Background: an optimization exercise with open tools, aiming at small area and a short achievable clock period. Do not read the settings as production practice.
The RTL was checked by simulation tests, not by an equivalence proof against the original design.

==> design/flow/design.v <==
`timescale 1ns/1ps
module fifo_ptr_sync #(
    parameter int PTR_W = 7
) (
    input  logic             clk,
    input  logic             rst_n,
    input  logic [PTR_W-1:0] ptr_in,
    output logic [PTR_W-1:0] ptr_out
);
    logic [PTR_W-1:0] meta;
    always_ff @(posedge clk or negedge rst_n) begin
        if (!rst_n) begin
            meta    <= '0;
            ptr_out <= '0;
        end else begin
            meta    <= ptr_in;
            ptr_out <= meta;
        end
    end
endmodule
`timescale 1ns/1ps
module fifo_dual_port_ram #(
    parameter int DATA_W = 32,
    parameter int ADDR_W = 6
) (
    input  logic              wclk,
    input  logic              wen,
    input  logic [ADDR_W-1:0] waddr,
    input  logic [DATA_W-1:0] wdata,
    input  logic [ADDR_W-1:0] raddr,
    output logic [DATA_W-1:0] rdata
);
    localparam int DEPTH = 1 << ADDR_W;
    logic [DATA_W-1:0] store [DEPTH];
    always_ff @(posedge wclk) begin
        if (wen) begin
            store[waddr] <= wdata;
        end
    end
    assign rdata = store[raddr];
endmodule
`timescale 1ns/1ps
module fifo_write_ctrl #(
    parameter int DATA_W = 32,
    parameter int ADDR_W = 6
) (
    input  logic              wclk,
    input  logic              rst_n,
    input  logic              winc,
    input  logic [DATA_W-1:0] wdata,
    input  logic [ADDR_W:0]   rptr_gray_sync,
    output logic              wfull,
    output logic [ADDR_W:0]   wptr_gray,
    output logic              mem_en,
    output logic [ADDR_W-1:0] mem_addr,
    output logic [DATA_W-1:0] mem_data
);
    localparam int PTR_W = ADDR_W + 1;
    logic             wr_accept;
    logic [PTR_W-1:0] wbin;
    logic [PTR_W-1:0] wbin_next;
    logic [PTR_W-1:0] wgray_next;
    logic [PTR_W-1:0] full_match;
    assign wr_accept = winc & ~wfull;
    always_comb begin
        wbin[PTR_W-1] = wptr_gray[PTR_W-1];
        for (int i = PTR_W - 2; i >= 0; i--) begin
            wbin[i] = wbin[i+1] ^ wptr_gray[i];
        end
    end
    assign wbin_next  = wbin + PTR_W'(wr_accept);
    assign wgray_next = wbin_next ^ (wbin_next >> 1);
    assign full_match = {~rptr_gray_sync[PTR_W-1:PTR_W-2], rptr_gray_sync[PTR_W-3:0]};
    always_ff @(posedge wclk or negedge rst_n) begin
        if (!rst_n) begin
            wptr_gray <= '0;
            wfull     <= 1'b0;
        end else begin
            wptr_gray <= wgray_next;
            wfull     <= (wgray_next == full_match);
        end
    end
    assign mem_en   = wr_accept;
    assign mem_addr = wbin[ADDR_W-1:0];
    assign mem_data = wdata;
endmodule
`timescale 1ns/1ps
module fifo_read_ctrl #(
    parameter int DATA_W = 32,
    parameter int ADDR_W = 6
) (
    input  logic              rclk,
    input  logic              rst_n,
    input  logic              rinc,
    input  logic [ADDR_W:0]   wptr_gray_sync,
    output logic [DATA_W-1:0] rdata,
    output logic              rempty,
    output logic [ADDR_W:0]   rptr_gray,
    output logic [ADDR_W-1:0] mem_addr,
    input  logic [DATA_W-1:0] mem_data
);
    localparam int PTR_W = ADDR_W + 1;
    logic             rd_accept;
    logic [PTR_W-1:0] rbin;
    logic [PTR_W-1:0] rbin_next;
    logic [PTR_W-1:0] rgray_next;
    assign rd_accept = rinc & ~rempty;
    always_comb begin
        rbin[PTR_W-1] = rptr_gray[PTR_W-1];
        for (int i = PTR_W - 2; i >= 0; i--) begin
            rbin[i] = rbin[i+1] ^ rptr_gray[i];
        end
    end
    assign rbin_next  = rbin + PTR_W'(rd_accept);
    assign rgray_next = rbin_next ^ (rbin_next >> 1);
    assign mem_addr = rbin[ADDR_W-1:0];
    always_ff @(posedge rclk or negedge rst_n) begin
        if (!rst_n) begin
            rptr_gray <= '0;
            rempty    <= 1'b1;
        end else begin
            rptr_gray <= rgray_next;
            rempty    <= (rgray_next == wptr_gray_sync);
        end
    end
    always_ff @(posedge rclk or negedge rst_n) begin
        if (!rst_n) begin
            rdata <= '0;
        end else if (rd_accept) begin
            rdata <= mem_data;
        end
    end
endmodule
`timescale 1ns/1ps
module async_fifo #(
    parameter int DATA_W = 32,
    parameter int ADDR_W = 6
) (
    input  logic              wclk,
    input  logic              rclk,
    input  logic              rst_n,
    input  logic              winc,
    input  logic [DATA_W-1:0] wdata,
    output logic              wfull,
    input  logic              rinc,
    output logic [DATA_W-1:0] rdata,
    output logic              rempty
);
    localparam int PTR_W = ADDR_W + 1;
    logic [PTR_W-1:0] wptr_gray;
    logic [PTR_W-1:0] wptr_gray_sync;
    logic [PTR_W-1:0] rptr_gray;
    logic [PTR_W-1:0] rptr_gray_sync;
    logic              wr_en;
    logic [ADDR_W-1:0] wr_addr;
    logic [DATA_W-1:0] wr_data;
    logic [ADDR_W-1:0] rd_addr;
    logic [DATA_W-1:0] rd_data;
    fifo_write_ctrl #(
        .DATA_W (DATA_W),
        .ADDR_W (ADDR_W)
    ) u_write_ctrl (
        .wclk           (wclk),
        .rst_n          (rst_n),
        .winc           (winc),
        .wdata          (wdata),
        .rptr_gray_sync (rptr_gray_sync),
        .wfull          (wfull),
        .wptr_gray      (wptr_gray),
        .mem_en         (wr_en),
        .mem_addr       (wr_addr),
        .mem_data       (wr_data)
    );
    fifo_ptr_sync #(.PTR_W(PTR_W)) u_wptr_sync (
        .clk     (rclk),
        .rst_n   (rst_n),
        .ptr_in  (wptr_gray),
        .ptr_out (wptr_gray_sync)
    );
    fifo_ptr_sync #(.PTR_W(PTR_W)) u_rptr_sync (
        .clk     (wclk),
        .rst_n   (rst_n),
        .ptr_in  (rptr_gray),
        .ptr_out (rptr_gray_sync)
    );
    fifo_dual_port_ram #(
        .DATA_W (DATA_W),
        .ADDR_W (ADDR_W)
    ) u_ram (
        .wclk  (wclk),
        .wen   (wr_en),
        .waddr (wr_addr),
        .wdata (wr_data),
        .raddr (rd_addr),
        .rdata (rd_data)
    );
    fifo_read_ctrl #(
        .DATA_W (DATA_W),
        .ADDR_W (ADDR_W)
    ) u_read_ctrl (
        .rclk           (rclk),
        .rst_n          (rst_n),
        .rinc           (rinc),
        .wptr_gray_sync (wptr_gray_sync),
        .rdata          (rdata),
        .rempty         (rempty),
        .rptr_gray      (rptr_gray),
        .mem_addr       (rd_addr),
        .mem_data       (rd_data)
    );
endmodule
`timescale 1ns/1ps
module fifo_top (
    input  logic        clk,
    input  logic        rst_n,
    input  logic        winc,
    input  logic [31:0] wdata,
    output logic        wfull,
    input  logic        rinc,
    output logic [31:0] rdata,
    output logic        rempty
);
    async_fifo #(
        .DATA_W (32),
        .ADDR_W (6)
    ) u_fifo (
        .wclk   (clk),
        .rclk   (clk),
        .rst_n  (rst_n),
        .winc   (winc),
        .wdata  (wdata),
        .wfull  (wfull),
        .rinc   (rinc),
        .rdata  (rdata),
        .rempty (rempty)
    );
endmodule
==> design/flow/run.sh <==
#!/bin/bash
# synth_recipe.tcl (not shown) runs the flow's synth.tcl, then flattens the netlist and writes it again
# the make line also repeats each setting of config.mk as NAME=value (left out here)
make -C /OpenROAD-flow-scripts/flow DESIGN_CONFIG=/design/flow/config.mk WORK_HOME=/design/flow/orfs CLKGATE_MAP_FILE= SYNTH_SCRIPT=/design/flow/synth_recipe.tcl finish
==> design/flow/config.mk <==
export PLATFORM = sky130hd
export DESIGN_NAME = fifo_top
export DESIGN_NICKNAME = fifo_top
export VERILOG_FILES = /design/flow/design.v
export SDC_FILE = /design/flow/constraint.sdc
export NUM_CORES = 4
export LEC_CHECK = 0
export CAP_MARGIN = 20
export CORE_MARGIN = 2
export CORE_UTILIZATION = 45
export SLEW_MARGIN = 20
==> design/flow/constraint.sdc <==
create_clock -name core_clock -period 4.5 [get_ports {clk}]
set_input_delay 0.9000 -clock core_clock [delete_from_list [all_inputs] [get_ports {clk}]]
set_output_delay 0.9000 -clock core_clock [all_outputs]
set_load 0.01 [all_outputs]
==> summary.md <==
| Metric | Value |
|---|---|
| Status | finished clean |
| Total wire length | between 200,000 and 250,000 um |
| Period Utilization, post-route | 0.974 |
| Required time reported for the critical path endpoint | 5.19 ns |
| Buffers inserted by post-CTS timing repair | 0 |
| Global-route wire length before repair | approximately 300,000 um |
| Vias in the first global route | 39.0k |
| Arr. time, crit path | 5.07 ns |
| Pin count of the biggest net entering global routing | 87 |
| Net count of the mapped netlist | 3,581 |
| Synth warn | 4 |
| Final hold violations | 0 |
| Type of element capturing the critical path | flop |
| Root buffer cell | clkbuf_16 |
| Routed vias | between 30k and 40k |
| Library cell occupying the most area in the post-synthesis netlist | edfxtp_1 |
| Kind of launch point of the worst setup path | flop |
| CP peak stage delay | 0.50 ns |
| Gate count of the mapped netlist | 3,531 |
| Maximum Capacitance Violations | 0 |
| Number of buffers added to fix hold violations after cts | 0 |
| Multi-input combinational cell area | approximately 0.017 mm2 |
| Fraction of registers with async set or reset after synthesis | 0.0358 |
| HP Class | input port to asynchronous set/reset pin |
| Average cell area after synthesis | 22.9 um2 |
| Buffering stage count on the worst path with inverters included | 4 |
| Gp weighted congestion | 0.836 |
| Number of buffers created by CTS | around 210 |
| EDFF count, synth | a little over 2k |
| Remaining global-route overflow | 0 |
| Prevailing post-synth register cell | edfxtp_1 |
| Routed vias/inst | 6.05 |
| Smallest setup slack after layout | 0.116 ns |
| Share of the synthesized area in the top cell type | 0.759 |
| H-Tree Level Count | 4 |
| CTS tree | yes |
| First-pass DRT Iterations | 5 |
| Dominant delay contributor by cell family on the critical path | adder cells |
| Post-layout utilization of the core | 0.525 |
| Top-level I/O count | 70 |
| Post-synthesis instance area | ~0.081 mm2 |
| Residual DRC count | 0 |
| HPWL after DPL | roughly 130,000 um |
| Total core area | approximately 0.18 mm2 |
| Source-to-sink clock delay at the later pin of the worst-skew pair | between 0.8 and 0.9 ns |
| Slew at the pin closest to its max-slew limit | 1.12 ns |
| Number of port buffers | 69 |
| Detailed router's first-iteration violation count | 4,900 |
| Post-route setup TNS | 0 ns |
| Setup slack after placement | -0.258 ns |
| Number of setup violations in the final report | 0 |
| Max stage delay cell, worst path | o221ai_1 |
| Crit path time final | approximately 4.4 ns |
| Chain of cells forming the critical path | xor2_2 -> ha_1 -> inv_2 -> ha_1 -> inv_2 -> ha_4 -> inv_6 -> ha_4 -> buf_12 -> mux4_2 -> mux2i_1 -> o221ai_1 -> o22ai_1 -> o21ai_1 |
| Die X | 428 um |
| Max Clock Skew | around 0.040 ns |
| FF+latch count, synth | 2,124 |
| Syn-to-layout area delta | 15.7% |
| Fraction of final layout cells sized beyond drive strength 1 | 0.300 |
| Cell count after placement | 6,014 |
| Filler-free cell count of the finished design | between 6k and 7k |
| RSZ-0062 raised after global routing | no |
| Post-synthesis cell type count | 42 |
| Wire per inst | 33.6 um |
| Die Y | between 400 and 500 um |
| CTS max path bufs | 3 |
| Antenna violations before repair | 13 |
| Number of nets at the end of the flow | slightly below 4k |
| Type of the worst setup path | flop to flop |
| Post-route antenna net violation count | 0 |
| Share of synthesized area occupied by flip-flops and latches | 0.783 |
| Clock transition at the registers of the reported paths | roughly 0.06 ns |
| Number of inserted filler cells in the final layout | between 10k and 15k |
| Fmax | ~230 MHz |
| Synth top area cells | edfxtp_1 76%, mux4_2 13%, mux2i_1 2.4% |
| Crit-path max FO | 71 |
| WHS | between 0.15 and 0.2 ns |
| Placement row count | about 160 |
| Initial cell density of the core | 0.454 |
| CTS Sinks | 2,124 |
| Max-slew violations | 0 |
| Worst rel slew slack | 0.255 |
| Total track usage | 0.235 |
| FF/Latch Area | between 0.06 and 0.07 mm2 |
| Total Die Area | 0.183 mm2 |
-- logic make-up (layout without fill, tap and decap cells) --
family / Yosys count / count (layout) / share of synthesized area
buf+inv: 205 / 729 / 0.0122
simple gates: 151 / 151 / 0.00812
compound gates: 259 / 259 / 0.0229
flops: 2124 / 2124 / 0.783
other cells: 0 / 8 / 0
xor+xnor: 38 / 38 / 0.00533
fa+ha+maj: 14 / 14 / 0.00216
mux: 740 / 740 / 0.167
-- placed cells by master, fill, tap and decap left out, types with 9 or more instances in the layout --
| cell | instances |
|---|---|
| mux4_2 | 480 |
| clkbuf_16 | 212 |
| buf_4 | 173 |
| buf_12 | 76 |
| clkinv_2 | 35 |
| clkinv_1 | 47 |
| o32a_1 | 32 |
| o22ai_1 | 122 |
| clkdlybuf4s50_1 | 36 |
| o221ai_1 | 30 |
| bufinv_16 | 17 |
| inv_6 | 9 |
| xor2_1 | 9 |
| nand2_1 | 20 |
| dfrtp_1 | 74 |
| xnor2_1 | 20 |
| inv_1 | 13 |
| o21ai_1 | 33 |
| clkbuf_1 | 53 |
| nor2_1 | 38 |
| ha_1 | 12 |
| mux2_2 | 63 |
| mux2i_1 | 195 |
| edfxtp_1 | 2048 |
| buf_2 | 31 |
| a211o_1 | 32 |
| nor2_4 | 58 |
-- sequential cells by signal, indices dropped and copies added (netlist names), 7 cells and up --
register / count
u_fifo.u_read_ctrl.rptr_gray: 7
u_fifo.u_write_ctrl.wptr_gray: 7
u_fifo.u_rptr_sync.meta: 7
u_fifo.u_wptr_sync.meta: 7
u_fifo.u_wptr_sync.ptr_out: 7
u_fifo.u_rptr_sync.ptr_out: 7
u_fifo.u_read_ctrl.rdata: 32
u_fifo.u_ram.store: 2048
-- what timing repair did --
action,in CTS,in global routing
setup endpoints to repair,2,8
pin swaps,0,1
endpoints found under the hold margin,0,0
resized for setup,2,7
gates cloned,0,0
-- layer usage --
metal / GRT usage / wire [um] / up-vias / share of wire
met2: 0.377 / 105000 / 1589 / 0.49
met3: 0.0402 / 15500 / 285 / 0.072
met1: 0.333 / 89100 / 21182 / 0.41
met4: 0.0713 / 6130 / 0 / 0.028
met5: 0 / 0 / - / 0
li1: - / - / 15745 / -
-- layout make-up --
cell class,instances,share of cell area
antenna,8,0.000214
clock buffer,272,0.0597
clock inverter,123,0.0125
inverter,16,0.000694
multi-input combinational,1202,0.183
sequential,2124,0.676
tap,2355,0.0314
timing repair buffer,318,0.0360
-- metrics by stage --
| step | instance area (um2) |
|---|---|
| 3_5_place_dp | 86900 |
| 3_3_place_gp | 86800 |
| 6_report | 93800 |
| 4_1_cts | 93700 |
| 5_1_grt | 93700 |
| 2_1_floorplan | 81000 |
-- Yosys cell counts, types with 3 or more instances --
cell type     n
edfxtp_1   2048
mux4_2      480
mux2i_1     195
o22ai_1     128
nor2_1       96
buf_2        86
dfrtp_1      75
clkbuf_1     70
mux2_2       63
o21ai_1      33
a211o_1      32
o221ai_1     32
o32a_1       32
buf_4        27
nand2_1      20
xnor2_1      20
ha_1         14
inv_1        14
nand3_1      12
and2_1        9
xor2_1        9
buf_1         5
xnor2_2       3
-- worst paths after layout --
kind,endpoint,startpoint,cells after the start,slack (ns)
worst max-delay path,u_fifo.u_read_ctrl.rdata[6],u_fifo.u_read_ctrl.rptr_gray[6],14,0.12
worst min-delay path,u_fifo.u_read_ctrl.rdata[22],rst_n,1,0.18
worst max register to register,u_fifo.u_read_ctrl.rdata[6],u_fifo.u_read_ctrl.rptr_gray[6],14,0.12
worst min register to register,u_fifo.u_rptr_sync.ptr_out[0],u_fifo.u_rptr_sync.meta[0],0,0.35
max in group asynchronous,u_fifo.u_read_ctrl.rdata[6],rst_n,2,3.21
min in group core_clock,u_fifo.u_rptr_sync.ptr_out[0],u_fifo.u_rptr_sync.meta[0],0,0.35

re-timing with driven ports:
In the flow no input, the clock included, has a driving cell. The finished layout below was timed again as built, in two steps. Step 1 assumes that a clkbuf_16 drives the clock port and a buf_2 every other input. Step 2 also shifts input and output timing later by t, the mid clock arrival at the registers, as if the neighbouring blocks saw the same clock. a / b / c = ideal ports / drivers / drivers and shift; a / b = the first two.
t, ns: 0.910
setup WS [ns]: 0.116 / 0.116 / 0.116
worst setup path after step 2: register to register
After both steps this run still meets setup and hold. The setup slack of this run moves by 0.000 ns with the drivers and by 0.000 ns with both steps.
